Background: an optimization exercise with open tools, aiming at small area, a short achievable clock period and few clock cycles per item. Do not read the settings as production practice.
RTL that was checked went through simulation tests only; none was proved equivalent to the original.
The RTL of runs 1 and 6 was laid out without a check of its function.
Power is estimated from default activity; no workload was simulated.

[design/flow/config.mk]
export PLATFORM = sky130hd
export DESIGN_NAME = page_buffer_lru_replacement
export DESIGN_NICKNAME = page_buffer_lru_replacement
export VERILOG_FILES = /design/flow/design.v
export SDC_FILE = /design/flow/constraint.sdc
export NUM_CORES = 4
export LEC_CHECK = 0
export CAP_MARGIN = 20
export CORE_MARGIN = 2
export CORE_UTILIZATION = 40
export PLACE_DENSITY = 0.6
export SLEW_MARGIN = 20
[design/flow/constraint.sdc]
create_clock -name core_clock -period 11.0 [get_ports {clk}]
set_input_delay 2.2000 -clock core_clock [delete_from_list [all_inputs] [get_ports {clk}]]
set_output_delay 2.2000 -clock core_clock [all_outputs]
set_load 0.01 [all_outputs]
[design/flow/design.v]
package pblru_pkg;
    localparam int BUFFER_SLOTS = 16;
    localparam int SLOT_W       = $clog2(BUFFER_SLOTS);
    localparam int SLOT_FIELD_W = 4;
    localparam int PAGE_W       = 16;
    localparam int CMD_W        = 2;
    localparam int CFG_W        = 5;
    localparam int APB_ADDR_W   = 3;
    localparam int APB_DATA_W   = 32;
    localparam logic [APB_ADDR_W-1:0] ADDR_SLOTS_IN_USE = 3'd0;
    localparam logic [CFG_W-1:0]      SLOTS_IN_USE_RST  = 5'd16;
    localparam logic [CMD_W-1:0] OP_ACCESS = 2'd0;
    localparam logic [CMD_W-1:0] OP_CREATE = 2'd1;
    localparam logic [CMD_W-1:0] OP_DROP   = 2'd2;
    localparam logic [CMD_W-1:0] OP_FLUSH  = 2'd3;
endpackage
import pblru_pkg::*;
module pblru_ctrl
(
    input  logic              clk,
    input  logic              rst_n,
    input  logic              in_valid,
    output logic              in_ready,
    input  logic [CMD_W-1:0]  in_cmd,
    input  logic [PAGE_W-1:0] in_page_id,
    input  logic              done,        
    output logic              cmd_valid,
    output logic [3:0]        cmd_is,      
    output logic [PAGE_W-1:0] cmd_page,
    output logic              load,        
    output logic [PAGE_W-1:0] load_page    
);
    logic              in_valid_reg;
    logic [CMD_W-1:0]  in_op_reg;
    logic [PAGE_W-1:0] in_page_reg;
    logic              skid_valid_reg;
    logic [CMD_W-1:0]  skid_op_reg;
    logic [PAGE_W-1:0] skid_page_reg;
    logic              main_valid_reg;
    logic [3:0]        main_is_reg;
    logic [CMD_W-1:0]  load_op;
    logic [PAGE_W-1:0] main_page_reg;
    logic              main_free;
    assign in_ready  = !(in_valid_reg && skid_valid_reg);
    assign main_free = !main_valid_reg || done;
    always_ff @(posedge clk or negedge rst_n) begin
        if (!rst_n) begin
            in_valid_reg   <= 1'b0;
            skid_valid_reg <= 1'b0;
            main_valid_reg <= 1'b0;
        end
        else begin
            if (main_free) begin
                main_valid_reg <= skid_valid_reg || in_valid_reg;
                skid_valid_reg <= skid_valid_reg && in_valid_reg;
            end
            else begin
                skid_valid_reg <= skid_valid_reg || in_valid_reg;
            end
            if (in_ready) begin
                in_valid_reg <= in_valid;
            end
            else if (main_free) begin
                in_valid_reg <= 1'b0;
            end
        end
    end
    always_ff @(posedge clk) begin
        if (in_ready) begin
            in_op_reg   <= in_cmd;
            in_page_reg <= in_page_id;
        end
        if (main_free) begin
            main_is_reg   <= 4'b0001 << load_op;
            main_page_reg <= load_page;
        end
        if (!skid_valid_reg || main_free) begin
            skid_op_reg   <= in_op_reg;
            skid_page_reg <= in_page_reg;
        end
    end
    assign load      = main_free;
    assign load_page = skid_valid_reg ? skid_page_reg : in_page_reg;
    assign load_op   = skid_valid_reg ? skid_op_reg : in_op_reg;
    assign cmd_valid = main_valid_reg;
    assign cmd_is    = main_is_reg;
    assign cmd_page  = main_page_reg;
endmodule
import pblru_pkg::*;
module pblru_dp
(
    input  logic                    clk,
    input  logic                    rst_n,
    input  logic [BUFFER_SLOTS-1:0] active_mask,
    input  logic                    cmd_valid,
    input  logic [3:0]              cmd_is,
    input  logic [PAGE_W-1:0]       cmd_page,
    input  logic                    load,
    input  logic [PAGE_W-1:0]       load_page,
    output logic                    done,
    output logic                    out_valid,
    input  logic                    out_ready,
    output logic                    out_hit,
    output logic [SLOT_FIELD_W-1:0] out_slot,
    output logic [PAGE_W-1:0]       out_page_number,
    output logic                    out_writeback_valid,
    output logic [PAGE_W-1:0]       out_writeback_page,
    output logic                    out_last
);
    localparam int N = BUFFER_SLOTS;
    function automatic [N-1:0] lowest_1h(input [N-1:0] b);
        lowest_1h = b & ~(b - N'(1));
    endfunction
    function automatic [SLOT_W-1:0] enc(input [N-1:0] oh);
        integer i;
        begin
            enc = '0;
            for (i = 0; i < N; i = i + 1) begin
                if (oh[i]) enc = enc | i[SLOT_W-1:0];
            end
        end
    endfunction
    logic [N-1:0]             slot_valid_reg;
    logic [N-1:0][PAGE_W-1:0] slot_page_reg;
    logic [N-1:0][N-1:0]      newer_reg;       
    logic [PAGE_W-1:0]        next_new_page_reg;
    logic [N-1:0]             page_eq_reg;
    logic [N-1:0]             page_eq_next;
    logic                    r1_valid_reg;
    logic                    r1_hit_reg;
    logic [SLOT_W-1:0]       r1_slot_reg;
    logic                    r1_wbv_reg;
    logic                    r1_last_reg;
    logic                    r1_flush_reg;
    logic [PAGE_W-1:0]       r1_page_reg;      
    logic [N-1:0]            r1_use_reg;       
    logic                    r1_place_reg;     
    logic [N-1:0]            r1_slot_1h;
    logic [N-1:0]            pend_we_1h;
    logic                    out_valid_reg;
    logic                    out_hit_reg;
    logic [SLOT_FIELD_W-1:0] out_slot_reg;
    logic [PAGE_W-1:0]       out_page_reg;
    logic                    out_wbv_reg;
    logic [PAGE_W-1:0]       out_wbp_reg;
    logic                    out_last_reg;
    logic          out_free, r1_move, r1_free, exec;
    logic          flushing_reg;                
    logic          is_access, is_create, is_drop, is_flush;
    logic [N-1:0]  occ, occ_old, match, hit_1h, empty, empty_1h, lru_1h, victim_1h;
    logic [N-1:0]  use_1h, use_now, flush_1h, flush_rest;
    logic          hit, has_empty, place, do_use;
    logic [SLOT_W-1:0] slot_idx;
    logic [PAGE_W-1:0] new_page, sel_page;
    logic [N-1:0][N-1:0] older;                
    assign is_access = !flushing_reg && cmd_is[OP_ACCESS];
    assign is_create = !flushing_reg && cmd_is[OP_CREATE];
    assign is_drop   = !flushing_reg && cmd_is[OP_DROP];
    assign is_flush  = flushing_reg || cmd_is[OP_FLUSH];
    assign out_free = !out_valid_reg || out_ready;
    assign r1_move  = r1_valid_reg && out_free;
    assign r1_free  = !r1_valid_reg || out_free;
    assign exec     = (cmd_valid || flushing_reg) && r1_free;
    assign done     = cmd_valid && !flushing_reg && r1_free;
    always_comb begin
        for (int i = 0; i < N; i++) begin
            for (int j = 0; j < N; j++) begin
                if (i < j)      older[i][j] = !newer_reg[i][j];
                else if (i > j) older[i][j] = newer_reg[j][i];
                else            older[i][j] = 1'b1;
            end
        end
    end
    always_comb begin
        occ     = slot_valid_reg & active_mask;
        occ_old = occ & ~r1_use_reg;
        empty   = ~slot_valid_reg & active_mask;
        for (int i = 0; i < N; i++) begin
            match[i]  = occ[i] && page_eq_reg[i];
            lru_1h[i] = occ_old[i];
            for (int j = 0; j < N; j++) begin
                if (j != i) lru_1h[i] = lru_1h[i] && (!occ_old[j] || older[i][j]);
            end
            if (i == 0) lru_1h[i] = lru_1h[i] || !active_mask[1];
        end
    end
    assign hit       = |match;
    assign hit_1h    = lowest_1h(match);
    assign has_empty = |empty;
    assign empty_1h  = lowest_1h(empty);
    assign victim_1h = has_empty ? empty_1h : lru_1h;
    assign place     = is_create || (is_access && !hit);
    assign do_use    = is_create || is_access;
    assign use_1h    = (is_access && hit) ? hit_1h : victim_1h;
    assign use_now   = (exec && do_use) ? use_1h : '0;
    assign new_page  = is_create ? next_new_page_reg : cmd_page;
    assign flush_1h   = lowest_1h(occ);
    assign flush_rest = occ & ~flush_1h;
    assign slot_idx   = is_flush ? enc(flush_1h)
                      : ((is_drop || (is_access && hit)) ? enc(hit_1h) : enc(victim_1h));
    always_comb begin
        for (int i = 0; i < N; i++) begin
            r1_slot_1h[i] = (r1_slot_reg == SLOT_W'(i));
        end
    end
    assign pend_we_1h = r1_place_reg ? r1_slot_1h : '0;
    always_comb begin
        sel_page = '0;
        for (int i = 0; i < N; i++) begin
            sel_page = sel_page | (slot_page_reg[i] & {PAGE_W{r1_slot_1h[i]}});
        end
    end
    always_comb begin
        for (int i = 0; i < N; i++) begin
            page_eq_next[i] = (cmd_valid && place && victim_1h[i]) ? (new_page == load_page)
                            : pend_we_1h[i] ? (r1_page_reg == load_page)
                            : (slot_page_reg[i] == load_page);
        end
    end
    always_ff @(posedge clk or negedge rst_n) begin
        if (!rst_n) begin
            slot_valid_reg    <= '0;
            next_new_page_reg <= '0;
            flushing_reg      <= 1'b0;
            r1_valid_reg      <= 1'b0;
            r1_use_reg        <= '0;
            r1_place_reg      <= 1'b0;
            out_valid_reg     <= 1'b0;
        end
        else begin
            if (exec) begin
                if (is_flush)   slot_valid_reg <= flush_rest | (slot_valid_reg & ~active_mask);
                else if (is_drop) slot_valid_reg <= slot_valid_reg & ~match;
                else if (place) slot_valid_reg <= slot_valid_reg | victim_1h;
                if (is_create) next_new_page_reg <= next_new_page_reg + PAGE_W'(1);
                flushing_reg <= is_flush && (flush_rest != '0);
            end
            if (r1_free) begin
                r1_valid_reg <= exec;
                r1_use_reg   <= use_now;
                r1_place_reg <= exec && place;
            end
            out_valid_reg <= r1_move || (out_valid_reg && !out_ready);
        end
    end
    always_ff @(posedge clk) begin
        for (int i = 0; i < N; i++) begin
            if (r1_move && pend_we_1h[i]) slot_page_reg[i] <= r1_page_reg;
            for (int j = i + 1; j < N; j++) begin
                if (r1_move) newer_reg[i][j] <= r1_use_reg[i] || (newer_reg[i][j] && !r1_use_reg[j]);
            end
        end
        if (load) page_eq_reg <= page_eq_next;
        if (exec) begin
            r1_hit_reg   <= !is_flush && !place && hit;
            r1_slot_reg  <= slot_idx;
            r1_wbv_reg   <= is_flush ? (occ != '0) : (place && !has_empty);
            r1_last_reg  <= !is_flush || (flush_rest == '0);
            r1_flush_reg <= is_flush;
            r1_page_reg  <= new_page;
        end
        if (r1_move) begin
            out_hit_reg  <= r1_hit_reg;
            out_slot_reg <= r1_slot_reg;
            out_page_reg <= r1_flush_reg ? (sel_page & {PAGE_W{r1_wbv_reg}}) : r1_page_reg;
            out_wbv_reg  <= r1_wbv_reg;
            out_wbp_reg  <= sel_page & {PAGE_W{r1_wbv_reg}};
            out_last_reg <= r1_last_reg;
        end
    end
    assign out_valid           = out_valid_reg;
    assign out_hit             = out_hit_reg;
    assign out_slot            = out_slot_reg;
    assign out_page_number     = out_page_reg;
    assign out_writeback_valid = out_wbv_reg;
    assign out_writeback_page  = out_wbp_reg;
    assign out_last            = out_last_reg;
endmodule
import pblru_pkg::*;
module page_buffer_lru_replacement
(
    input  logic                  clk,
    input  logic                  rst_n,
    input  logic                  psel,
    input  logic                  penable,
    input  logic                  pwrite,
    input  logic [APB_ADDR_W-1:0] paddr,
    input  logic [APB_DATA_W-1:0] pwdata,
    output logic [APB_DATA_W-1:0] prdata,
    output logic                  pready,
    input  logic                  in_valid,
    output logic                  in_ready,
    input  logic [CMD_W-1:0]      in_cmd,
    input  logic [PAGE_W-1:0]     in_page_id,
    output logic                  out_valid,
    input  logic                  out_ready,
    output logic                  out_hit,
    output logic [SLOT_FIELD_W-1:0] out_slot,
    output logic [PAGE_W-1:0]     out_page_number,
    output logic                  out_writeback_valid,
    output logic [PAGE_W-1:0]     out_writeback_page,
    output logic                  out_last
);
    logic [CFG_W-1:0]        slots_in_use_reg, slots_in_use_next;
    logic [CFG_W-1:0]        prdata_reg;
    logic [BUFFER_SLOTS-1:0] active_mask;
    logic [BUFFER_SLOTS-2:0] active_hi_reg, active_hi_next;
    logic                    cfg_write;
    logic                    done;
    logic                    cmd_valid;
    logic [3:0]              cmd_is;
    logic [PAGE_W-1:0]       cmd_page;
    logic                    load;
    logic [PAGE_W-1:0]       load_page;
    assign pready    = 1'b1;
    assign cfg_write = psel && penable && pwrite && (paddr == ADDR_SLOTS_IN_USE);
    assign slots_in_use_next = cfg_write ? pwdata[CFG_W-1:0] : slots_in_use_reg;
    assign prdata            = APB_DATA_W'(prdata_reg);
    always_ff @(posedge clk or negedge rst_n) begin
        if (!rst_n) begin
            slots_in_use_reg <= SLOTS_IN_USE_RST;
            active_hi_reg    <= '1;
            prdata_reg       <= '0;
        end
        else begin
            if (cfg_write) begin
                slots_in_use_reg <= pwdata[CFG_W-1:0];
                active_hi_reg    <= active_hi_next;
            end
            prdata_reg <= (paddr == ADDR_SLOTS_IN_USE) ? slots_in_use_next : '0;
        end
    end
    always_comb begin
        for (int i = 1; i < BUFFER_SLOTS; i++) begin
            active_hi_next[i-1] = (i < int'(pwdata[CFG_W-1:0]));
        end
    end
    assign active_mask = {active_hi_reg, 1'b1};
    pblru_ctrl u_ctrl (
        .clk        (clk),
        .rst_n      (rst_n),
        .in_valid   (in_valid),
        .in_ready   (in_ready),
        .in_cmd     (in_cmd),
        .in_page_id (in_page_id),
        .done       (done),
        .cmd_valid  (cmd_valid),
        .cmd_is     (cmd_is),
        .cmd_page   (cmd_page),
        .load       (load),
        .load_page  (load_page)
    );
    pblru_dp u_dp (
        .clk                 (clk),
        .rst_n               (rst_n),
        .active_mask         (active_mask),
        .cmd_valid           (cmd_valid),
        .cmd_is              (cmd_is),
        .cmd_page            (cmd_page),
        .load                (load),
        .load_page           (load_page),
        .done                (done),
        .out_valid           (out_valid),
        .out_ready           (out_ready),
        .out_hit             (out_hit),
        .out_slot            (out_slot),
        .out_page_number     (out_page_number),
        .out_writeback_valid (out_writeback_valid),
        .out_writeback_page  (out_writeback_page),
        .out_last            (out_last)
    );
endmodule
[design/flow/flow/run.sh]
#!/bin/bash
# The standard layout (standard.sh), with a few extra ORFS settings read
# from flow/knobs.txt, one NAME=value per line: the resizer's setup repair
# aims for extra slack and the port buffers use a plain buffer cell. The
# clock, constraints and synthesis are the standard flow's own, unchanged.
set -euo pipefail
args=()
while IFS= read -r line; do
  [[ -n "$line" ]] && args+=("$line")
done < "$(dirname "$0")/knobs.txt"
bash standard.sh "${args[@]}" finish > flow_make.log 2>&1
[design/flow/flow/knobs.txt]
SETUP_SLACK_MARGIN=7.0
BUFFER_PORTS_ARGS=-buffer_cell sky130_fd_sc_hd__buf_2
[design/flow/standard.sh]
#!/bin/bash
# synth_recipe.tcl (not shown) runs the flow's synth.tcl, then flattens the netlist and writes it again
# the make line also repeats each setting of config.mk as NAME=value (left out here)
make -C /OpenROAD-flow-scripts/flow DESIGN_CONFIG=/design/flow/config.mk WORK_HOME=/design/flow/orfs CLKGATE_MAP_FILE= SYNTH_SCRIPT=/design/flow/synth_recipe.tcl "${@:-finish}"
==> reports/qor.csv, run 1 <==
stage;metric;value;unit
power_and_ir_drop;powerDensity;295;mW/mm^2
cells_and_area;drive_gt1_share;14.3;%
sta;finalHoldViolCount;0;
critical_path;startpoint;u_dp.r1_use_reg[3];
clock_network;cts_buffer_depth;3;
logic_synthesis;yosys.cell_types.count;77;
hold_path;hp-class;reg2reg;
critical_path;crit_family;compound AO/OA/AOI/OAI gates;
critical_path;endpoint_kind;register;
critical_path;crit_chain;nand3b_1 -> o22ai_1 -> a211oi_1 -> nand4_1 -> a21oi_1 -> nor4_1 -> a31oi_1;
clock_network;clock_sinks;591;
sta;setup_ws;7.02;ns
detailed_routing;wl_per_cell;30.5;um
placed_design;dp_worst_setup_slack;5.87;ns
clock_network;clk_pin_slew;0.06;ns
logic_synthesis;synth_cells;2368;
hold_path;hold_path_startpoint;u_dp.r1_last_reg;
placed_design;io_buffers;78;
power_and_ir_drop;finalPower;0.00974;W
sta;slew_headroom;25.9;%
critical_path;worstSetupPathDepth;7;
logic_synthesis;synth_area_leader_cell;edfxtp_1;
logic_synthesis;synth_edf_count;511;
critical_path;crit_path_max_incr_delay;0.85;ns
clock_network;cts_buffers;68;
sta;rsz0062_at_grt;false;
clock_network;clock_latency;0.64;ns
critical_path;critPathArrivalTime;4.33;ns
cells_and_area;final_cell_mix;511 x edfxtp_1, 260 x xor2_1, 172 x nand2_1;
detailed_routing;via_per_inst;6.38;
global_route;grt_max_degree;74;
run;cap_violations;0;
detailed_routing;dr.pass1.iters;8;
sta;finalSetupViolCount;0;
sta;worstMarginPinSlew;1.11;ns
critical_path;critPathRequiredTime;11.35;ns
critical_path;r2r_slack;7.02;ns
cells_and_area;area_growth;13.8;%
floorplan;fp.dieH;273;um
critical_path;r2r_start;u_dp.r1_use_reg[3];
global_route;overflow;0;
sta;min_period;3.98;ns
logic_synthesis;synth_ff_type;edfxtp_1;
logic_synthesis;ys_ff_latch;591;
cells_and_area;post-route-util;46.0;%
detailed_routing;wirelength;105;mm
logic_synthesis;synth_area;0.0290;mm^2
clock_network;cts_tree;yes;
clock_network;cts.htree.levels;3;
sta;clock_skew;0.0549;ns
detailed_routing;via_count;21900;
sta;finalMaxSlewViolations;0;
global_route;grt_first_pass_wirelength;149;mm
detailed_routing;drt_iter0_markers;3149;
global_route;grt_pass1_vias;20900;
cells_and_area;largest_reg_flops;256;
hold_path;min_path_cells;0;
floorplan;initial_core_util;40.5;%
power_and_ir_drop;ir_drop;196;uV
clock_network;root_buffer;clkbuf_16;
logic_synthesis;async_flop_share;13.5;%
hold_path;holdPathEnd;u_dp.out_last_reg;
sta;fin_setup_tns;0;ns
global_route;track_usage;27.4;%
critical_path;rr_endpoint;u_dp.r1_slot_reg[2];
power_and_ir_drop;leakage;12.1;nW
logic_synthesis;yosys-top-cells-area;edfxtp_1 53%, xor2_1 7.8%, dfrtp_1 5.5%, a21o_1 3.0%, a22oi_1 2.3%;
floorplan;row_count;98;
critical_path;cp-start-kind;register;
outcome;outcome;complete, no violations;
logic_synthesis;ys_seq_area_share;59.8;%
floorplan;fp.dieArea;0.0748;mm^2
critical_path;crit_type;reg2reg;
placed_design;gp_congestion;0.996;
logic_synthesis;synth.avg_cell_area;12.3;um^2
placed_design;hpwl;72.7;mm
sta;timing.fmax;251;MHz
critical_path;crit_path_max_fanout;17;
logic_synthesis;yosys_warnings;3;
floorplan;ioPinCount;134;
critical_path;critPathBufInv;0;
logic_synthesis;synth_top_area_share;52.9;%
cells_and_area;final_common_cell;edfxtp_1;
critical_path;critical_path.slowest_cell;a21oi_1;
sta;finalCritPeriodShare;36.2;%
floorplan;die_width;273;um
global_route;antenna_found_initial;2;
detailed_routing;antenna_left;0;
cells_and_area;fin_nets;2490;
detailed_routing;drc;0;
critical_path;ff2ff_path_depth;7;
floorplan;coreArea;0.0717;mm^2
## power breakdown
group / internal, W / switching, W
clock: 0.00123 / 0.000980
sequential: 0.00332 / 0.000725
combinational: 0.00118 / 0.00230
total: 0.00573 / 0.00401
## metal layers
metal	up-vias	part of all wire, %	global-route usage, %
met4	2	4.9	11.9
met2	1404	45	41.9
met3	293	9.8	5.96
met1	11100	41	37.6
li1	9107	-	-
met5	-	0.011	0
## worst register-to-register path, stage by stage (launching register included)
cell and delay (ns):
dfrtp_1 0.81, nand3b_1 0.73, o22ai_1 0.28, a211oi_1 0.32, nand4_1 0.19, a21oi_1 0.85, nor4_1 0.19, a31oi_1 0.38
## cells in the mapped netlist (28+ instances only)
library cell and instances:
nor4_1 31, a22o_1 37, nand2_1 173, buf_2 34, o21ai_0 63, o22ai_1 48
a22oi_1 90, a221oi_1 44, dfrtp_1 64, nand3_1 62, nand4_1 99, edfxtp_1 511
mux2_2 32, a21o_1 115, a21oi_1 48, nor3_1 28, buf_4 28, xor2_1 260
nor2_1 88, inv_1 47, xnor2_1 43, clkbuf_1 105
## cell type report
type / count / area (um^2)
antenna: 1 / 2.50
tap: 950 / 1190
inverter: 48 / 194
clock buffer: 87 / 1810
multi-input combinational: 1574 / 11200
timing repair inverter: 1 / 5.00
clock inverter: 36 / 344
sequential: 591 / 17400
fill: 6567 / 38700
timing repair buffer: 145 / 957
## logic make-up (layout without fill, tap and decap cells)
group	count (synthesis)	count (layout)	share of synthesized area (%)
adder cells (fa/ha/maj)	4	4	0.147
flip-flops	591	591	59.8
multiplexers	55	55	2.06
buffers and inverters	229	317	3.52
XOR/XNOR	303	303	9.14
other	2	29	0.0259
AND/OR/NAND/NOR	610	610	11.1
AO/OA/AOI/OAI	574	574	14.2
## what timing repair did
action / CTS / global route
hold buffers: 0 / 0
gates resized for setup: 9 / 9
setup buffers: 1 / 13
endpoints found under the setup margin: 135 / 117
pin swaps: 0 / 4
cloned: 0 / 1
## per-stage QoR
step,cell area (um^2),cells,hold slack (ns)
after global placement,30600,3290,0.450
after detailed placement,30600,3290,0.441
after global routing,33000,3432,0.468
after CTS,32800,3414,0.473
final,33000,3433,0.474
after floorplan,29300,2394,0.400
## worst max path at each step
stage	slack [ns]	to
after floorplan	6.97	u_dp.slot_page_reg[100]
after global placement	5.97	u_dp.slot_valid_reg[13]
after detailed placement	5.87	u_dp.slot_valid_reg[5]
after CTS	6.86	in_ready
after global routing	7.02	u_dp.newer_reg[103]
final	7.02	u_dp.r1_slot_reg[2]
==> inputs of run 2 (changes only) <==
--- a/design/flow/design.v
+++ b/design/flow/design.v
@@ -248,5 +248,5 @@
             if (r1_move && pend_we_1h[i]) slot_page_reg[i] <= r1_page_reg;
             for (int j = i + 1; j < N; j++) begin
-                if (r1_move) newer_reg[i][j] <= r1_use_reg[i] || (newer_reg[i][j] && !r1_use_reg[j]);
+                newer_reg[i][j] <= r1_use_reg[i] || (newer_reg[i][j] && !r1_use_reg[j]);
             end
         end
==> design/flow/flow/knobs.txt (replaced) <==
SETUP_SLACK_MARGIN=7.5
BUFFER_PORTS_ARGS=-buffer_cell sky130_fd_sc_hd__buf_2
--- a/design/flow/config.mk
+++ b/design/flow/config.mk
@@ -9,4 +9,5 @@
 export CORE_MARGIN = 2
 export CORE_UTILIZATION = 40
+export CTS_BUF_LIST = sky130_fd_sc_hd__clkbuf_8
 export PLACE_DENSITY = 0.6
 export SLEW_MARGIN = 20
==> run 2 against run 1 <==
  * Register-to-register slack improved by 0.49 ns
  * Wire length fell by 4.9%
  * Cell count rose by 1.9%
  * Sequential power fell by 6.9%
  * Combinational power rose by 9.8%
  * Die area fell by 3.1%
  * Synthesized area fell by 3.1%
  * Highest routed layer is now met4
==> reports/qor.csv, run 2 <==
stage;metric;value;unit
outcome;outcome;complete, no violations;
cells_and_area;fin_nets;2532;
sta;finalHoldViolCount;0;
logic_synthesis;yosys_warnings;3;
sta;timing.fmax;274;MHz
floorplan;die_width;269;um
clock_network;clock_latency;0.76;ns
logic_synthesis;synth_area_leader_cell;edfxtp_1;
sta;whs;0.425;ns
cells_and_area;area_growth;14.7;%
sta;worstMarginPinSlew;1.14;ns
sta;min_period;3.64;ns
cells_and_area;regArea;0.0162;mm^2
placed_design;gp_congestion;0.958;
clock_network;cts_tree;yes;
detailed_routing;antenna_left;0;
floorplan;fp.dieArea;0.0724;mm^2
cells_and_area;fillers;6345;
logic_synthesis;synth_xor_xnor_area_share;9.44;%
placed_design;dpl_cell_area;0.0297;mm^2
logic_synthesis;yosys-top-cells-area;edfxtp_1 42%, dfxtp_1 8.5%, xor2_1 8.1%, dfrtp_1 5.7%, a21o_1 3.2%;
cells_and_area;drive_gt1_share;19.0;%
global_route;grt_max_degree;63;
logic_synthesis;yosys.cell_types.count;93;
sta;slew_headroom;24.0;%
global_route;met2_usage;44.1;%
global_route;grt_first_pass_wirelength;145;mm
logic_synthesis;async_flop_share;13.5;%
floorplan;coreArea;0.0698;mm^2
logic_synthesis;synth.area.mux_share;2.61;%
global_route;track_usage;26.9;%
logic_synthesis;synthMostInstantiatedCell;edfxtp_1;
clock_network;cts_buffers;103;
detailed_routing;dr.pass1.iters;7;
placed_design;io_buffers;78;
run;cap_violations;0;
logic_synthesis;synth.avg_cell_area;12.0;um^2
logic_synthesis;synth_compound_area_share;15.2;%
logic_synthesis;synth_cells;2353;
critical_path;r2r_start;active_hi_reg[13];
cells_and_area;final_cell_mix;391 x edfxtp_1, 259 x xor2_1, 130 x nand2_1;
logic_synthesis;synth_ff_type;edfxtp_1;
power_and_ir_drop;finalPower;0.00968;W
critical_path;ff2ff_path_depth;8;
logic_synthesis;synth_top_area_share;41.7;%
logic_synthesis;yosys.area_share.simple;11.2;%
hold_path;hp-class;reg2reg;
power_and_ir_drop;ir_drop;175;uV
floorplan;row_count;97;
critical_path;crit_path_max_fanout;3;
power_and_ir_drop;leakage;12.3;nW
floorplan;fp.dieH;269;um
cells_and_area;final_common_cell;edfxtp_1;
clock_network;cts.htree.levels;3;
global_route;grt-busiest-layer;met2;
placed_design;hpwl;69.0;mm
detailed_routing;wl_per_cell;28.4;um
floorplan;ioPinCount;134;
logic_synthesis;synth_top_family_by_area;compound AO/OA/AOI/OAI gates;
cells_and_area;post-route-util;46.2;%
clock_network;hold_buffers;0;
critical_path;endpoint_kind;output pin;
power_and_ir_drop;powerDensity;300;mW/mm^2
logic_synthesis;synth_area;0.0281;mm^2
clock_network;cts_buffer_depth;3;
clock_network;clock_sinks;591;
floorplan;initial_core_util;40.3;%
logic_synthesis;synth_edf_count;391;
sta;rsz0062_at_grt;true;
critical_path;cp-start-kind;register;
critical_path;rr_endpoint;u_dp.r1_slot_reg[1];
detailed_routing;wirelength;99.4;mm
global_route;overflow;0;
detailed_routing;drc;0;
logic_synthesis;yosys-top-cells-count;391 x edfxtp_1, 259 x xor2_1, 133 x nand2_1, 120 x a21o_1, 120 x dfxtp_1;
critical_path;critPathCapture;in_ready;
cells_and_area;final_cell_area;0.0323;mm^2
sta;finalMaxSlewViolations;0;
detailed_routing;drt_iter0_markers;2773;
logic_synthesis;synthAdderAreaFrac;0.116;%
clock_network;root_buffer;clkbuf_8;
sta;finalSetupViolCount;0;
critical_path;critPathArrivalTime;1.44;ns
sta;finalCritPeriodShare;33.1;%
logic_synthesis;ys_seq_area_share;57.5;%
global_route;grt_util_met1;34.4;%
critical_path;crit_type;reg2out;
logic_synthesis;ys_ff_latch;591;
detailed_routing;via_per_inst;6.07;
critical_path;critPathRequiredTime;8.80;ns
global_route;antenna_found_initial;2;
critical_path;startpoint;u_ctrl.skid_valid_reg;
global_route;globalRouteMet3Util;4.45;%
detailed_routing;via_count;21200;
sta;fin_setup_tns;0;ns
global_route;grt_pass1_vias;20900;
sta;clock_skew;0.0521;ns
clock_network;clk_pin_slew;0.06;ns
cells_and_area;largest_reg_flops;256;
cells_and_area;multi_input_area;0.0115;mm^2
critical_path;r2r_slack;7.51;ns
-- run 2: changes by cell type in the layout (fill, tap and decap cells not counted), moves of 13 or more --
cell	previous run	this run
clkbuf_16	68	0
mux2_2	32	50
dfxtp_1	0	120
o22ai_1	46	33
buf_4	60	82
inv_1	46	68
clkbuf_8	4	109
nand2_1	172	130
edfxtp_1	511	391
clkbuf_1	15	0
-- run 2: metrics by stage --
stage	worst slack, ns	instances
4_1_cts	7.32	3485
3_5_place_dp	6.22	3273
2_1_floorplan	7.21	2379
6_report	7.36	3497
5_1_grt	7.31	3497
3_3_place_gp	6.29	3272
-- run 2: what timing repair did --
item	CTS	global route
gates cloned	3	0
setup endpoints to repair	92	118
pin swaps	2	1
buffers inserted	19	11
gates resized for setup	27	15
-- run 2: report_power, final --
group          internal, W  switching, W  total (W)
clock network      0.00112      0.000977    0.00210
logic              0.00137       0.00245    0.00382
registers          0.00315      0.000615    0.00376
-- run 2: logic make-up after synthesis --
group / Yosys count
flip-flops: 591
AO/OA/AOI/OAI: 583
AND/OR/NAND/NOR: 580
XOR/XNOR: 303
buffers and inverters: 224
multiplexers: 67
adder cells (fa/ha/maj): 3
other: 2
-- run 2: routing by layer --
layer  vias up  wire length (um)
met5         -                 0
met4         0              5440
met2      1220             47000
met1     10600             39000
li1       9116                 -
met3       280              7980
-- run 2: worst min-delay path by stage --
| stage | startpoint | to | cells past startpoint |
|---|---|---|---|
| after CTS | u_dp.r1_hit_reg | u_dp.out_hit_reg | 0 |
| final | u_dp.r1_hit_reg | u_dp.out_hit_reg | 0 |
| after floorplan | u_dp.r1_hit_reg | u_dp.out_hit_reg | 0 |
| after detailed placement | u_dp.r1_hit_reg | u_dp.out_hit_reg | 0 |
| after global placement | u_dp.r1_last_reg | u_dp.out_last_reg | 0 |
| after global routing | u_dp.r1_hit_reg | u_dp.out_hit_reg | 0 |
-- run 2: cell type report --
type                       count  share of cell area (%)
timing repair buffer         166                    3.50
antenna                        1                 0.00775
tap                          940                    3.64
clock inverter                81                    1.91
sequential                   591                    50.1
multi-input combinational   1566                    35.7
inverter                      43                   0.500
clock buffer                 109                    4.65
-- run 2: critical path: stages, from the launching register on --
cell     delay [ns]
dfrtp_2        0.42
buf_12         0.14
nand2_8        0.06
buf_6          0.10
Testbench counts of run 2, summed over its fixed seeds: cycles 23,954, items 20,000.
==> inputs of run 3 (changes only) <==
==> design/flow/flow/knobs.txt (replaced) <==
SETUP_SLACK_MARGIN=7.8
BUFFER_PORTS_ARGS=-buffer_cell sky130_fd_sc_hd__buf_2
--- a/design/flow/config.mk
+++ b/design/flow/config.mk
@@ -9,5 +9,4 @@
 export CORE_MARGIN = 2
 export CORE_UTILIZATION = 40
-export CTS_BUF_LIST = sky130_fd_sc_hd__clkbuf_8
 export PLACE_DENSITY = 0.6
 export SLEW_MARGIN = 20
==> run 3 against run 2 <==
  * Clock power increased by 9.5%
  * Largest power group unchanged
  * Sequential cell count did not move
  * Utilization increased by 1.4 points
  * Non-clock buffer count up 45
  * Synthesized cell count stayed put
  * Register-to-register slack gained 0.26 ns
  * Die area stayed put
  * Sequential power is essentially flat
  * Cell count decreased by 0.51%
  * Combinational power grew 4%
  * Still clean on timing, DRC and antenna
  * Wire length is 2.0% higher
==> reports/qor.csv, run 3 <==
stage;metric;value;unit
cells_and_area;final_common_cell;edfxtp_1;
power_and_ir_drop;ir_drop;217;uV
power_and_ir_drop;powerDensity;301;mW/mm^2
logic_synthesis;yosys.area_share.simple;11.2;%
clock_network;cts_tree;yes;
logic_synthesis;synth_area;0.0281;mm^2
detailed_routing;via_per_inst;6.11;
power_and_ir_drop;clkPwrFrac;22.9;%
sta;min_period;3.57;ns
clock_network;cts_buffer_depth;3;
sta;slew_headroom;26.6;%
detailed_routing;via_count;21300;
placed_design;hpwl;69.6;mm
sta;whs;0.418;ns
hold_path;hp-class;reg2reg;
power_and_ir_drop;switching_share;40.9;%
critical_path;critPathRequiredTime;8.80;ns
logic_synthesis;yosys-top-cells-count;391 x edfxtp_1, 259 x xor2_1, 133 x nand2_1, 120 x a21o_1, 120 x dfxtp_1;
detailed_routing;wirelength;101;mm
global_route;grt_first_pass_wirelength;147;mm
logic_synthesis;ys_seq_area_share;57.5;%
floorplan;initial_core_util;40.3;%
logic_synthesis;synth.area.mux_share;2.61;%
sta;finalMaxSlewViolations;0;
critical_path;critPathArrivalTime;1.37;ns
global_route;met2_usage;44.5;%
global_route;grt_max_degree;65;
floorplan;fp.dieH;269;um
detailed_routing;dr.pass1.iters;6;
logic_synthesis;yosys_warnings;3;
critical_path;crit_path_max_fanout;3;
sta;finalSetupViolCount;0;
detailed_routing;antenna_left;0;
floorplan;fp.dieArea;0.0724;mm^2
hold_path;min_path_cells;0;
logic_synthesis;async_flop_share;13.5;%
detailed_routing;wl_per_cell;29.2;um
placed_design;gp_congestion;0.951;
critical_path;crit_type;reg2out;
cells_and_area;antenna_cells;0;
floorplan;row_count;97;
sta;finalCritPeriodShare;32.4;%
cells_and_area;multi_input_area;0.0118;mm^2
run;cap_violations;0;
logic_synthesis;yosys-top-cells-area;edfxtp_1 42%, dfxtp_1 8.5%, xor2_1 8.1%, dfrtp_1 5.7%, a21o_1 3.2%;
hold_path;hold_path_startpoint;u_dp.r1_last_reg;
cells_and_area;fin_nets;2544;
hold_path;holdPathEnd;u_dp.out_last_reg;
logic_synthesis;synth_compound_area_share;15.2;%
cells_and_area;fillers;6289;
power_and_ir_drop;p_sw;0.00410;W
global_route;antenna_found_initial;1;
logic_synthesis;synth_ff_type;edfxtp_1;
floorplan;coreArea;0.0698;mm^2
logic_synthesis;synth_area_leader_cell;edfxtp_1;
global_route;grt-busiest-layer;met2;
clock_network;cts.htree.levels;3;
placed_design;io_buffers;78;
sta;worstMarginPinSlew;1.10;ns
placed_design;dpl_cell_area;0.0298;mm^2
logic_synthesis;ys_ff_latch;591;
logic_synthesis;synth.avg_cell_area;12.0;um^2
critical_path;r2r_start;u_ctrl.skid_valid_reg;
cells_and_area;largest_reg_flops;256;
global_route;globalRouteMet3Util;4.89;%
power_and_ir_drop;p_comb_share;39.7;%
cells_and_area;final_cell_area;0.0333;mm^2
clock_network;clock_latency;0.64;ns
outcome;outcome;complete, no violations;
power_and_ir_drop;leakage;12.6;nW
power_and_ir_drop;internal_power;0.00593;W
sta;clock_skew;0.0330;ns
detailed_routing;drt_iter0_markers;2837;
clock_network;clk_pin_slew;0.06;ns
cells_and_area;drive_gt1_share;20.5;%
critical_path;endpoint_kind;output pin;
sta;fin_setup_tns;0;ns
logic_synthesis;synth_edf_count;391;
logic_synthesis;synth_xor_xnor_area_share;9.44;%
floorplan;ioPinCount;134;
global_route;grt_util_met1;35.2;%
clock_network;root_buffer;clkbuf_16;
critical_path;ff2ff_path_depth;11;
clock_network;cts_buffers;69;
clock_network;hold_buffers;0;
logic_synthesis;yosys.cell_types.count;93;
sta;finalHoldViolCount;0;
cells_and_area;regArea;0.0162;mm^2
sta;timing.fmax;280;MHz
clock_network;clock_sinks;591;
sta;rsz0062_at_grt;true;
power_and_ir_drop;seqPwrFrac;37.4;%
logic_synthesis;synthMostInstantiatedCell;edfxtp_1;
global_route;overflow;0;
critical_path;cp-start-kind;register;
cells_and_area;final_cell_mix;391 x edfxtp_1, 258 x xor2_1, 128 x nand2_1;
cells_and_area;area_growth;18.3;%
logic_synthesis;synth_cells;2353;
critical_path;r2r_slack;7.77;ns
logic_synthesis;synth_top_family_by_area;compound AO/OA/AOI/OAI gates;
floorplan;die_width;269;um
critical_path;rr_endpoint;u_dp.page_eq_reg[9];
global_route;track_usage;27.4;%
detailed_routing;drc;0;
logic_synthesis;synthAdderAreaFrac;0.116;%
global_route;grt_pass1_vias;20800;
logic_synthesis;synth_top_area_share;41.7;%
## run 3: changes by cell type in the layout (fill, tap and decap cells not counted), moves of 7 or more
cell,before,now
inv_1,68,40
clkinv_2,22,4
buf_12,2,21
dfrtp_1,58,51
clkbuf_8,109,9
clkbuf_1,0,20
clkbuf_16,0,72
buf_4,82,110
## run 3: worst max path at each step
stage                     startpoint                          to  slack [ns]  depth (start not counted)
3_5_place_dp               out_ready      u_dp.slot_valid_reg[2]        6.25                          9
6_report       u_ctrl.skid_valid_reg                    in_ready        7.43                          3
4_1_cts        u_ctrl.skid_valid_reg                    in_ready        7.40                          3
5_1_grt        u_ctrl.skid_valid_reg                    in_ready        7.39                          3
2_1_floorplan              out_ready  u_dp.next_new_page_reg[15]        7.21                         10
3_3_place_gp               out_ready      u_dp.slot_valid_reg[2]        6.38                          9
## run 3: repair_timing
item,4_1_cts,5_1_grt
resized for setup,52,43
endpoints found under the setup margin,412,101
gates cloned,4,0
buffers inserted,50,26
pin swaps,15,13
## run 3: worst max-delay path: stages (launching register included)
cell,delay (ns)
dfrtp_2,0.42
buf_12,0.14
nand2_8,0.07
buf_6,0.10
## run 3: layout make-up
class / count / share of cell area (%)
multi-input cells: 1567 / 35.4
well taps: 940 / 3.54
repair buffers: 211 / 5.13
clock buffers: 101 / 6.01
flip-flops and latches: 591 / 48.7
clock inverters: 26 / 0.760
inverters: 43 / 0.496
## run 3: cell families (layout without fill, tap and decap cells)
| kind of cell | Yosys count | count (layout) |
|---|---|---|
| XOR/XNOR | 303 | 303 |
| flip-flops | 591 | 591 |
| AND/OR/NAND/NOR | 580 | 583 |
| AO/OA/AOI/OAI | 583 | 583 |
| adder cells (fa/ha/maj) | 3 | 3 |
| other | 2 | 28 |
| buffers and inverters | 224 | 381 |
| multiplexers | 67 | 67 |
## run 3: metrics by stage
stage	power [W]	instances	utilization, %	setup WS (ns)
floorplan	0.00591	2379	-	7.21
global placement	0.00741	3272	42.6	6.38
detailed placement	0.00744	3272	42.6	6.25
CTS	0.00988	3453	47.1	7.40
global route	0.0104	3479	47.7	7.39
finish	0.0100	3479	47.7	7.43
## run 3: per-layer routing
metal  vias up  share of wire [%]
met3       289                8.4
met2      1194                 47
met4         2                6.0
li1       9144                  -
met1     10600                 39
met5         -              0.011
## run 3: power groups by stage
stage	combinational, W	sequential, W	clock [W]
3_3_place_gp	0.00365	0.00376	0
4_1_cts	0.00382	0.00374	0.00233
2_1_floorplan	0.00240	0.00351	0
5_1_grt	0.00420	0.00380	0.00242
6_report	0.00397	0.00375	0.00230
3_5_place_dp	0.00367	0.00377	0
==> inputs of run 4 (changes only) <==
==> design/flow/flow/knobs.txt (replaced) <==
SETUP_SLACK_MARGIN=7.5
BUFFER_PORTS_ARGS=-buffer_cell sky130_fd_sc_hd__buf_2
==> run 4 against run 3 <==
  * Still clean on timing, DRC and antenna
  * Hold slack improved by 0.0020 ns
  * Wire length decreased by 2.5%
  * Combinational power decreased by 3%
  * Sequential power about the same
  * Critical path depth unchanged
  * Largest power group unchanged
==> reports/qor.csv, run 4 <==
stage;metric;value;unit
outcome;outcome;complete, no violations;
placed_design;dp_worst_setup_slack;6.22;ns
detailed_routing;antenna_left;0;
clock_network;cts_tree;yes;
logic_synthesis;yosys-top-cells-count;391 x edfxtp_1, 259 x xor2_1, 133 x nand2_1, 120 x a21o_1, 120 x dfxtp_1;
critical_path;endpoint_kind;output pin;
logic_synthesis;synth_cells;2353;
logic_synthesis;synth_top_area_share;41.7;%
detailed_routing;drc;0;
cells_and_area;fin_nets;2505;
logic_synthesis;ys_ff_latch;591;
placed_design;hpwl;69.0;mm
cells_and_area;final_common_cell;edfxtp_1;
logic_synthesis;yosys_warnings;3;
logic_synthesis;synth_edf_count;391;
logic_synthesis;synth.avg_cell_area;12.0;um^2
critical_path;r2r_start;active_hi_reg[8];
cells_and_area;area_growth;15.2;%
critical_path;cp-start-kind;register;
power_and_ir_drop;ir_drop;163;uV
clock_network;cts_buffers;67;
sta;min_period;3.56;ns
hold_path;hp-class;reg2reg;
clock_network;cts_buffer_depth;3;
floorplan;fp.dieArea;0.0724;mm^2
cells_and_area;multi_input_area;0.0115;mm^2
sta;fin_setup_tns;0;ns
sta;finalHoldViolCount;0;
sta;clock_skew;0.0255;ns
power_and_ir_drop;leakage;12.2;nW
critical_path;critPathCapture;in_ready;
logic_synthesis;synth_area_leader_cell;edfxtp_1;
cells_and_area;regArea;0.0162;mm^2
cells_and_area;drive_gt1_share;17.6;%
logic_synthesis;synthMostInstantiatedCell;edfxtp_1;
detailed_routing;wirelength;98.9;mm
placed_design;gp_congestion;0.958;
logic_synthesis;ys_seq_area_share;57.5;%
floorplan;fp.dieH;269;um
sta;rsz0062_at_grt;true;
clock_network;cts.htree.levels;3;
floorplan;ioPinCount;134;
logic_synthesis;yosys-top-cells-area;edfxtp_1 42%, dfxtp_1 8.5%, xor2_1 8.1%, dfrtp_1 5.7%, a21o_1 3.2%;
floorplan;die_width;269;um
cells_and_area;final_cell_mix;391 x edfxtp_1, 259 x xor2_1, 130 x nand2_1;
placed_design;io_buffers;78;
floorplan;initial_core_util;40.3;%
critical_path;critPathArrivalTime;1.36;ns
clock_network;root_buffer;clkbuf_16;
detailed_routing;wl_per_cell;28.8;um
sta;setup_ws;7.44;ns
cells_and_area;antenna_cells;0;
critical_path;rr_endpoint;u_dp.r1_slot_reg[1];
cells_and_area;post-route-util;46.4;%
critical_path;r2r_slack;7.50;ns
global_route;grt_max_degree;63;
sta;finalMaxSlewViolations;0;
run;cap_violations;0;
clock_network;clock_latency;0.63;ns
sta;finalSetupViolCount;0;
detailed_routing;via_count;21100;
detailed_routing;drt_iter0_markers;2504;
clock_network;clock_sinks;591;
floorplan;coreArea;0.0698;mm^2
sta;worstMarginPinSlew;1.11;ns
critical_path;startpoint;u_ctrl.skid_valid_reg;
global_route;grt_pass1_vias;20500;
critical_path;ff2ff_path_depth;8;
cells_and_area;fillers;6313;
global_route;overflow;0;
logic_synthesis;async_flop_share;13.5;%
sta;finalCritPeriodShare;32.4;%
detailed_routing;dr.pass1.iters;5;
detailed_routing;via_per_inst;6.13;
critical_path;crit_path_max_fanout;7;
global_route;antenna_found_initial;1;
global_route;track_usage;26.8;%
logic_synthesis;synth_area;0.0281;mm^2
sta;timing.fmax;281;MHz
floorplan;row_count;97;
logic_synthesis;synth_ff_type;edfxtp_1;
cells_and_area;largest_reg_flops;256;
sta;slew_headroom;25.9;%
logic_synthesis;yosys.cell_types.count;93;
power_and_ir_drop;powerDensity;303;mW/mm^2
clock_network;clk_pin_slew;0.05;ns
global_route;grt_first_pass_wirelength;144;mm
critical_path;critPathRequiredTime;8.80;ns
critical_path;crit_type;reg2out;
==> run 4: cell counts after synthesis <==
No cell type changed its count.
==> run 4: critical path, cell delays in order, from the launching register on <==
cell and delay, ns:
dfrtp_2 0.42, buf_12 0.13, nand2_8 0.08, buf_6 0.11
==> run 4: area by class of cell <==
cell class	count	share of cell area, %
clock buffer	94	5.68
tap	940	3.63
sequential	591	49.9
multi-input combinational	1567	35.5
clock inverter	30	0.931
timing repair buffer	174	3.76
inverter	43	0.510
==> run 4: worst min path at each step <==
stage          slack [ns]                end  cells past startpoint              from
5_1_grt              0.43   u_dp.out_hit_reg                      0   u_dp.r1_hit_reg
3_3_place_gp         0.41  u_dp.out_last_reg                      0  u_dp.r1_last_reg
6_report             0.42   u_dp.out_hit_reg                      0   u_dp.r1_hit_reg
3_5_place_dp         0.42   u_dp.out_hit_reg                      0   u_dp.r1_hit_reg
2_1_floorplan        0.40   u_dp.out_hit_reg                      0   u_dp.r1_hit_reg
4_1_cts              0.43   u_dp.out_hit_reg                      0   u_dp.r1_hit_reg
==> run 4: cells by family after synthesis <==
kind of cell | after synthesis | share of synthesized area [%]
AO/OA/AOI/OAI | 583 | 15.2
XOR/XNOR | 303 | 9.44
adder cells (fa/ha/maj) | 3 | 0.116
buffers and inverters | 224 | 3.88
flip-flops | 591 | 57.5
multiplexers | 67 | 2.61
other | 2 | 0.0267
AND/OR/NAND/NOR | 580 | 11.2
==> run 4: where the power goes <==
| part | switching, W | total (W) | internal (W) |
|---|---|---|---|
| combinational | 0.00245 | 0.00384 | 0.00139 |
| clock | 0.000954 | 0.00221 | 0.00126 |
| sequential | 0.000616 | 0.00376 | 0.00315 |
| total | 0.00402 | 0.00982 | 0.00579 |
==> run 4: metrics by stage <==
step	instances	hold WS [ns]	instance area [um^2]	power [W]
floorplan	2379	0.400	28400	0.00589
global placement	3272	0.409	29700	0.00738
detailed placement	3273	0.416	29700	0.00742
CTS	3417	0.427	32100	0.00973
global route	3439	0.432	32400	0.0102
finish	3439	0.420	32400	0.00982
==> run 4: per-layer routing <==
layer,vias up,track usage [%],share of wire (%)
met5,-,0,0
met4,0,13.9,6.0
met3,286,4.44,7.7
met2,1175,43.5,47
met1,10600,34.6,39
li1,9042,-,-
==> run 4: what timing repair did <==
action / CTS / global route
gates cloned: 3 / 1
setup buffers: 17 / 21
pin swaps: 4 / 4
gates resized for setup: 27 / 15
hold buffers: 0 / 0
endpoints found under the setup margin: 176 / 136
endpoints found under the hold margin: 0 / 0
==> inputs of run 5 (changes only) <==
--- a/design/flow/config.mk
+++ b/design/flow/config.mk
@@ -8,5 +8,5 @@
 export CAP_MARGIN = 20
 export CORE_MARGIN = 2
-export CORE_UTILIZATION = 40
-export PLACE_DENSITY = 0.6
+export CORE_UTILIZATION = 50
+export PLACE_DENSITY = 0.7
 export SLEW_MARGIN = 20
==> run 5 against run 4 <==
  * Sequential share of layout area grew 0.40 points
  * First-iteration DRC count is 10% higher
  * Clock power grew 5%
  * Cell count is 6.2% lower
  * Clock skew is 0.0087 ns higher
  * Worst setup slack got worse by 0.021 ns
  * Final area shrank 0.77%
  * Critical path type is now reg2reg
  * Largest power group is now registers
==> reports/qor.csv, run 5 <==
stage;metric;value;unit
outcome;outcome;complete, no violations;
global_route;grt_first_pass_wirelength;142;mm
clock_network;cts_buffers;66;
cells_and_area;final_common_cell;edfxtp_1;
placed_design;hpwl;67.3;mm
critical_path;endpoint_kind;register;
placed_design;dpl_cell_area;0.0294;mm^2
sta;fin_setup_tns;0;ns
power_and_ir_drop;ir_drop;202;uV
floorplan;ioPinCount;134;
clock_network;cts_buffer_depth;3;
critical_path;r2r_start;u_ctrl.skid_valid_reg;
clock_network;root_buffer;clkbuf_16;
cells_and_area;drive_gt1_share;17.5;%
clock_network;clk_pin_slew;0.06;ns
clock_network;cts_tree;yes;
placed_design;dp_worst_setup_slack;6.31;ns
logic_synthesis;yosys-top-cells-count;391 x edfxtp_1, 259 x xor2_1, 133 x nand2_1, 120 x a21o_1, 120 x dfxtp_1;
sta;clock_skew;0.0342;ns
critical_path;r2r_slack;7.41;ns
critical_path;crit_path_max_fanout;19;
sta;finalCritPeriodShare;32.6;%
floorplan;initial_core_util;50.8;%
detailed_routing;wirelength;97.8;mm
global_route;grt_pass1_vias;20900;
sta;finalMaxSlewViolations;0;
logic_synthesis;synth.avg_cell_area;12.0;um^2
logic_synthesis;ys_seq_area_share;57.5;%
logic_synthesis;synth_edf_count;391;
logic_synthesis;synth_cells;2353;
critical_path;critPathCapture;u_dp.page_eq_reg[15];
cells_and_area;final_cell_mix;391 x edfxtp_1, 259 x xor2_1, 130 x nand2_1;
power_and_ir_drop;leakage;12.2;nW
sta;timing.fmax;279;MHz
global_route;track_usage;33.8;%
run;cap_violations;0;
sta;setup_ws;7.41;ns
floorplan;row_count;86;
sta;finalSetupViolCount;0;
logic_synthesis;yosys-top-cells-area;edfxtp_1 42%, dfxtp_1 8.5%, xor2_1 8.1%, dfrtp_1 5.7%, a21o_1 3.2%;
logic_synthesis;yosys.cell_types.count;93;
cells_and_area;fin_nets;2490;
floorplan;coreArea;0.0553;mm^2
detailed_routing;dr.pass1.iters;6;
logic_synthesis;ys_ff_latch;591;
cells_and_area;final_cell_area;0.0321;mm^2
floorplan;fp.dieH;241;um
detailed_routing;antenna_left;0;
detailed_routing;wl_per_cell;30.3;um
clock_network;clock_sinks;591;
clock_network;clock_latency;0.64;ns
hold_path;hp-class;reg2reg;
cells_and_area;antenna_cells;0;
clock_network;cts.htree.levels;3;
power_and_ir_drop;powerDensity;308;mW/mm^2
logic_synthesis;synth_area_leader_cell;edfxtp_1;
logic_synthesis;synthMostInstantiatedCell;edfxtp_1;
critical_path;cp-start-kind;register;
detailed_routing;via_per_inst;6.66;
logic_synthesis;yosys_warnings;3;
logic_synthesis;synth_top_area_share;41.7;%
placed_design;gp_congestion;0.984;
critical_path;ff2ff_path_depth;10;
sta;finalHoldViolCount;0;
detailed_routing;drt_iter0_markers;2764;
critical_path;critPathRequiredTime;11.51;ns
cells_and_area;largest_reg_flops;256;
floorplan;die_width;241;um
cells_and_area;fillers;4623;
logic_synthesis;synth_ff_type;edfxtp_1;
clock_network;hold_buffers;0;
placed_design;io_buffers;78;
sta;slew_headroom;20.5;%
global_route;antenna_found_initial;0;
critical_path;rr_endpoint;u_dp.page_eq_reg[15];
global_route;overflow;0;
sta;min_period;3.59;ns
detailed_routing;drc;0;
cells_and_area;area_growth;14.3;%
sta;rsz0062_at_grt;true;
logic_synthesis;synth_area;0.0281;mm^2
critical_path;crit_type;reg2reg;
critical_path;startpoint;u_ctrl.skid_valid_reg;
floorplan;fp.dieArea;0.0582;mm^2
critical_path;critPathArrivalTime;4.09;ns
global_route;grt_max_degree;75;
detailed_routing;via_count;21500;
logic_synthesis;async_flop_share;13.5;%
sta;worstMarginPinSlew;1.19;ns
[run 5: power by group]
group / total, W / leakage [nW] / internal [W] / switching, W
registers: 0.00381 / 5.66 / 0.00315 / 0.000664
logic: 0.00376 / 5.41 / 0.00136 / 0.00240
clock network: 0.00231 / 1.09 / 0.00137 / 0.000944
[run 5: area by class of cell]
type,instances,area (um^2),area share [%]
flip-flops and latches,591,16200,50.3
multi-input cells,1567,11500,35.9
clock buffers,85,1780,5.53
repair buffers,160,1080,3.36
well taps,748,936,2.91
clock inverters,33,463,1.44
inverters,43,161,0.502
[run 5: through the flow]
stage | utilization, % | hold WS [ns] | power (W) | cells
after floorplan | - | 0.400 | 0.00589 | 2379
final | 58.1 | 0.423 | 0.00989 | 3227
after global placement | 53.2 | 0.410 | 0.00733 | 3072
after detailed placement | 53.2 | 0.409 | 0.00738 | 3072
after CTS | 57.6 | 0.423 | 0.00974 | 3207
after global routing | 58.1 | 0.436 | 0.0102 | 3227
[run 5: worst max-delay path: stages, from the launching register on]
cell and delay, ns:
dfrtp_4 0.45, buf_4 0.41, buf_8 0.25, mux2i_4 0.24
buf_4 0.39, xor2_1 0.30, nand4_1 0.26, nor4_2 0.64
a21oi_1 0.19, o21ai_0 0.11, o31a_1 0.16
[run 5: cell families after synthesis]
logic type                 Yosys count  synth area share, %
other                                2               0.0267
buffers and inverters              224                 3.88
DFF                                591                 57.5
adders and majority gates            3                0.116
xor gates and xnor gates           303                 9.44
and+or+nand+nor                    580                 11.2
AOI/OAI and AO/OA                  583                 15.2
muxes                               67                 2.61
[run 5: how the worst min path moves through the flow]
stage	slack, ns	to	from	depth (start not counted)
after global routing	0.44	u_dp.out_hit_reg	u_dp.r1_hit_reg	0
final	0.42	u_dp.out_last_reg	u_dp.r1_last_reg	0
after detailed placement	0.41	u_dp.out_hit_reg	u_dp.r1_hit_reg	0
after floorplan	0.40	u_dp.out_hit_reg	u_dp.r1_hit_reg	0
after CTS	0.42	u_dp.out_hit_reg	u_dp.r1_hit_reg	0
after global placement	0.41	u_dp.out_last_reg	u_dp.r1_last_reg	0
[run 5: what timing repair did]
action / CTS / global route
setup buffers: 15 / 19
pin swaps: 4 / 5
setup endpoints to repair: 150 / 63
resized for setup: 24 / 21
gates cloned: 2 / 1
[run 5: per-layer routing]
metal | share of wire [%] | vias to the layer above | track usage [%] | routed length (um)
met2 | 47 | 1386 | 55.3 | 45800
met5 | 0 | - | 0 | 0
li1 | - | 9009 | - | -
met1 | 38 | 10800 | 43.1 | 36900
met4 | 6.7 | 0 | 18.4 | 6560
met3 | 8.7 | 342 | 5.56 | 8500
==> inputs of run 6 (changes only) <==
--- a/design/flow/design.v
+++ b/design/flow/design.v
@@ -31,5 +31,7 @@
     output logic [PAGE_W-1:0] load_page    
 );
-    logic              in_valid_reg;
+    logic              in_valid_reg, in_valid_next;
+    logic              skid_valid_next;
+    logic              in_ready_reg;
     logic [CMD_W-1:0]  in_op_reg;
     logic [PAGE_W-1:0] in_page_reg;
@@ -42,6 +44,20 @@
     logic [PAGE_W-1:0] main_page_reg;
     logic              main_free;
-    assign in_ready  = !(in_valid_reg && skid_valid_reg);
+    assign in_ready  = in_ready_reg;
     assign main_free = !main_valid_reg || done;
+    always_comb begin
+        if (main_free) begin
+            skid_valid_next = skid_valid_reg && in_valid_reg;
+        end
+        else begin
+            skid_valid_next = skid_valid_reg || in_valid_reg;
+        end
+        if (in_ready_reg) begin
+            in_valid_next = in_valid;
+        end
+        else begin
+            in_valid_next = in_valid_reg && !main_free;
+        end
+    end
     always_ff @(posedge clk or negedge rst_n) begin
         if (!rst_n) begin
@@ -49,23 +65,17 @@
             skid_valid_reg <= 1'b0;
             main_valid_reg <= 1'b0;
+            in_ready_reg   <= 1'b1;
         end
         else begin
             if (main_free) begin
                 main_valid_reg <= skid_valid_reg || in_valid_reg;
-                skid_valid_reg <= skid_valid_reg && in_valid_reg;
-            end
-            else begin
-                skid_valid_reg <= skid_valid_reg || in_valid_reg;
-            end
-            if (in_ready) begin
-                in_valid_reg <= in_valid;
-            end
-            else if (main_free) begin
-                in_valid_reg <= 1'b0;
             end
+            skid_valid_reg <= skid_valid_next;
+            in_valid_reg   <= in_valid_next;
+            in_ready_reg   <= !(in_valid_next && skid_valid_next);
         end
     end
     always_ff @(posedge clk) begin
-        if (in_ready) begin
+        if (in_ready_reg) begin
             in_op_reg   <= in_cmd;
             in_page_reg <= in_page_id;
==> design/flow/flow/knobs.txt (replaced) <==
SETUP_SLACK_MARGIN=7.62
BUFFER_PORTS_ARGS=-buffer_cell sky130_fd_sc_hd__buf_2
--- a/design/flow/config.mk
+++ b/design/flow/config.mk
@@ -8,5 +8,5 @@
 export CAP_MARGIN = 20
 export CORE_MARGIN = 2
-export CORE_UTILIZATION = 50
-export PLACE_DENSITY = 0.7
+export CORE_UTILIZATION = 40
+export PLACE_DENSITY = 0.6
 export SLEW_MARGIN = 20
==> run 6 against run 5 <==
  * Still clean
  * Global-route usage is 6.3 points lower
  * Utilization is 11 points lower
  * First-iteration DRC count is 1.3% lower
  * Fmax rose by 0.21%
  * Hold slack better by 0.018 ns
  * Clock-buffer cell count down 2
  * Critical path depth shrank 9
  * Cell count is 7.1% higher
  * Via count is 0.60% lower
  * Combinational power is 2% lower
  * Register-to-register slack better by 0.24 ns
==> reports/qor.csv, run 6 <==
stage;metric;value;unit
global_route;grt_max_degree;61;
detailed_routing;drt_iter0_markers;2729;
logic_synthesis;yosys-top-cells-area;edfxtp_1 42%, dfxtp_1 8.5%, xor2_1 7.2%, dfrtp_1 5.7%, a21o_1 3.2%;
detailed_routing;dr_wl_met2;48.1;mm
global_route;overflow;0;
power_and_ir_drop;leakage;12.1;nW
logic_synthesis;synth_edf_count;391;
sta;finalSetupViolCount;0;
run;cap_violations;0;
clock_network;cts_buffers;69;
hold_path;hold_path_startpoint;u_dp.r1_hit_reg;
logic_synthesis;synth_ff_type;edfxtp_1;
hold_path;min_path_cells;0;
critical_path;critical_path.slowest_cell;dfstp_4;
logic_synthesis;yosys_warnings;3;
sta;slew_headroom;20.4;%
critical_path;critPathBufInv;1;
critical_path;cp-start-kind;register;
sta;fin_setup_tns;0;ns
logic_synthesis;async_flop_share;13.7;%
floorplan;fp.dieArea;0.0725;mm^2
clock_network;clock_latency;0.64;ns
cells_and_area;multi_input_area;0.0115;mm^2
global_route;track_usage;27.5;%
logic_synthesis;yosys.cell_types.count;87;
power_and_ir_drop;ir_drop;174;uV
cells_and_area;largest_reg_flops;256;
sta;finalCritPeriodShare;32.5;%
sta;timing.fmax;280;MHz
sta;rsz0062_at_grt;true;
clock_network;clock_sinks;592;
detailed_routing;via_per_inst;6.18;
placed_design;dp_cells;3276;
detailed_routing;wirelength;102;mm
cells_and_area;fin_nets;2525;
detailed_routing;wl_met1;38.5;mm
sta;finalHoldViolCount;0;
floorplan;coreArea;0.0698;mm^2
logic_synthesis;synth_top_area_share;41.7;%
clock_network;cts.htree.levels;3;
sta;min_period;3.58;ns
critical_path;crit_path_max_incr_delay;0.65;ns
power_and_ir_drop;switching_share;40.4;%
placed_design;hpwl;70.2;mm
cells_and_area;drive_gt1_share;18.1;%
critical_path;crit_chain;buf_6;
logic_synthesis;synth_cells;2360;
detailed_routing;antenna_left;0;
detailed_routing;met3_length;8.94;mm
critical_path;r2r_slack;7.65;ns
outcome;outcome;complete, no violations;
hold_path;holdPathEnd;u_dp.out_hit_reg;
clock_network;root_buffer;clkbuf_16;
logic_synthesis;ys_ff_latch;592;
sta;worstMarginPinSlew;1.19;ns
cells_and_area;area_growth;16.6;%
logic_synthesis;synthMostInstantiatedCell;edfxtp_1;
cells_and_area;finalNonFillerCells;3457;
critical_path;r2r_start;active_hi_reg[13];
logic_synthesis;ys_seq_area_share;57.6;%
hold_path;hp-class;reg2reg;
placed_design;io_buffers;78;
critical_path;critPathRequiredTime;8.80;ns
power_and_ir_drop;clkPwrFrac;24.1;%
floorplan;row_count;97;
floorplan;fp.dieH;269;um
floorplan;die_width;269;um
detailed_routing;via_count;21400;
logic_synthesis;yosys-top-cells-count;391 x edfxtp_1, 232 x xor2_1, 134 x nand2_1, 120 x a21o_1, 120 x dfxtp_1;
logic_synthesis;synth.avg_cell_area;11.9;um^2
cells_and_area;final_common_cell;edfxtp_1;
power_and_ir_drop;powerDensity;301;mW/mm^2
logic_synthesis;synth_area_leader_cell;edfxtp_1;
cells_and_area;fillers;6330;
clock_network;hold_buffers;0;
detailed_routing;wl_per_cell;29.5;um
critical_path;critPathArrivalTime;1.38;ns
critical_path;crit_type;reg2out;
cells_and_area;antenna_cells;0;
critical_path;crit_family;flip-flops;
global_route;grt_first_pass_wirelength;147;mm
sta;finalMaxSlewViolations;0;
power_and_ir_drop;p_sw;0.00400;W
detailed_routing;drc;0;
sta;clock_skew;0.0341;ns
critical_path;rr_endpoint;u_dp.r1_slot_reg[3];
power_and_ir_drop;seqPwrFrac;38.6;%
detailed_routing;highest_layer;met5;
global_route;antenna_found_initial;2;
critical_path;crit_path_max_fanout;2;
logic_synthesis;synth_area;0.0281;mm^2
critical_path;endpoint_kind;output pin;
power_and_ir_drop;internal_power;0.00589;W
placed_design;gp_congestion;0.973;
cells_and_area;regArea;0.0162;mm^2
cells_and_area;final_cell_mix;391 x edfxtp_1, 232 x xor2_1, 132 x nand2_1;
clock_network;clk_pin_slew;0.05;ns
power_and_ir_drop;finalPower;0.00989;W
floorplan;initial_core_util;40.3;%
clock_network;cts_buffer_depth;3;
floorplan;ioPinCount;134;
global_route;grt_pass1_vias;21100;
power_and_ir_drop;p_comb_share;37.3;%
detailed_routing;dr.pass1.iters;7;
clock_network;cts_tree;yes;
critical_path;ff2ff_path_depth;7;
[run 6: cell count changes after synthesis, moves of 10 or more]
cell,previous run,this run
and3_1,14,28
buf_2,58,48
nor2_1,95,75
xnor2_1,44,71
xor2_1,259,232
[run 6: what timing repair did]
action | in CTS | in global routing
pin swaps | 12 | 4
buffers inserted | 41 | 12
setup endpoints to repair | 240 | 80
resized for setup | 24 | 18
gates cloned | 3 | 1
[run 6: worst max path at each step]
stage / start / endpoint / slack, ns / depth (start not counted)
after floorplan: out_ready / u_dp.slot_valid_reg[10] / 7.23 / 8
after global placement: out_ready / u_dp.slot_page_reg[218] / 6.25 / 5
after detailed placement: out_ready / u_dp.slot_page_reg[106] / 6.26 / 5
after CTS: u_ctrl.in_ready_reg / in_ready / 7.39 / 1
after global routing: u_ctrl.in_ready_reg / in_ready / 7.39 / 1
final: u_ctrl.in_ready_reg / in_ready / 7.42 / 1
[run 6: layout make-up]
type                       count  area share (%)
clock inverter                41            1.60
timing repair inverter         1          0.0229
tap                          940            3.59
sequential                   592            49.4
inverter                      49           0.572
clock buffer                  83            5.61
multi-input combinational   1566            35.1
timing repair buffer         185            4.08
[run 6: routing by layer]
metal	GRT usage, %	vias to the layer above
met4	15.5	4
met5	0	-
li1	-	9093
met2	45.1	1270
met3	5.20	330
met1	34.1	10700
[run 6: kinds of logic after synthesis]
logic type      Yosys count  share of synthesized area, %
flops                   592                          57.6
compound gates          583                          14.9
simple gates            573                          11.1
xor+xnor                303                          9.43
buf+inv                 231                          4.00
mux                      71                          2.76
fa+ha+maj                 5                         0.191
other cells               2                        0.0267
[run 6: stage by stage]
stage	setup WS [ns]	area (um^2)	hold slack [ns]	utilization [%]
after floorplan	7.23	28500	0.400	-
after global placement	6.25	29700	0.430	42.6
after detailed placement	6.26	29700	0.430	42.6
after CTS	7.39	32600	0.447	46.7
after global routing	7.39	32800	0.475	47.0
final	7.42	32800	0.441	47.0
[run 6: power by group through the flow]
stage	registers, W	logic (W)	clock network [W]
4_1_cts	0.00381	0.00355	0.00242
3_5_place_dp	0.00387	0.00339	0
6_report	0.00381	0.00369	0.00238
2_1_floorplan	0.00351	0.00229	0
5_1_grt	0.00386	0.00389	0.00250
3_3_place_gp	0.00385	0.00337	0

[port drivers added, routing unchanged]
No port has a modelled driver above. Below, the same layouts with a new extraction and two added sets of constraints.
Step 1, drivers: a clkbuf_16 drives clk and a buf_2 each remaining input, both assumed.
Step 2 moves the port delays by t, midway between the first and last clock arrival at a register: inputs arrive t later, outputs are due t later. That takes back most of the time a late clock gives input paths.
Slacks: ideal ports / drivers / drivers and shift; pairs: ideal ports / drivers.
| run | t, ns | setup slack, ns | slew at the worst register clock pin (ns) | worst data-port slew with drivers (ns) | cell pins on the clock port's net |
|---|---|---|---|---|---|
| run 1 | 0.678 | 7.019 / 7.019 / 6.419 | 0.06 / 0.06 | 0.09 | 1 |
| run 2 | 0.789 | 7.357 / 7.300 / 6.843 | 0.07 / 0.07 | 0.04 | 1 |
| run 3 | 0.691 | 7.432 / 7.366 / 7.153 | 0.07 / 0.07 | 0.04 | 1 |
| run 4 | 0.688 | 7.436 / 7.371 / 6.879 | 0.06 / 0.06 | 0.04 | 1 |
| run 5 | 0.682 | 7.415 / 7.381 / 6.901 | 0.06 / 0.06 | 0.04 | 1 |
| run 6 | 0.691 | 7.422 / 7.355 / 7.038 | 0.07 / 0.07 | 0.03 | 1 |
After both steps every run listed still meets setup and hold. For run 1, which loses most, drivers alone change the setup slack by 0.000 ns; drivers and shift together by -0.600 ns.
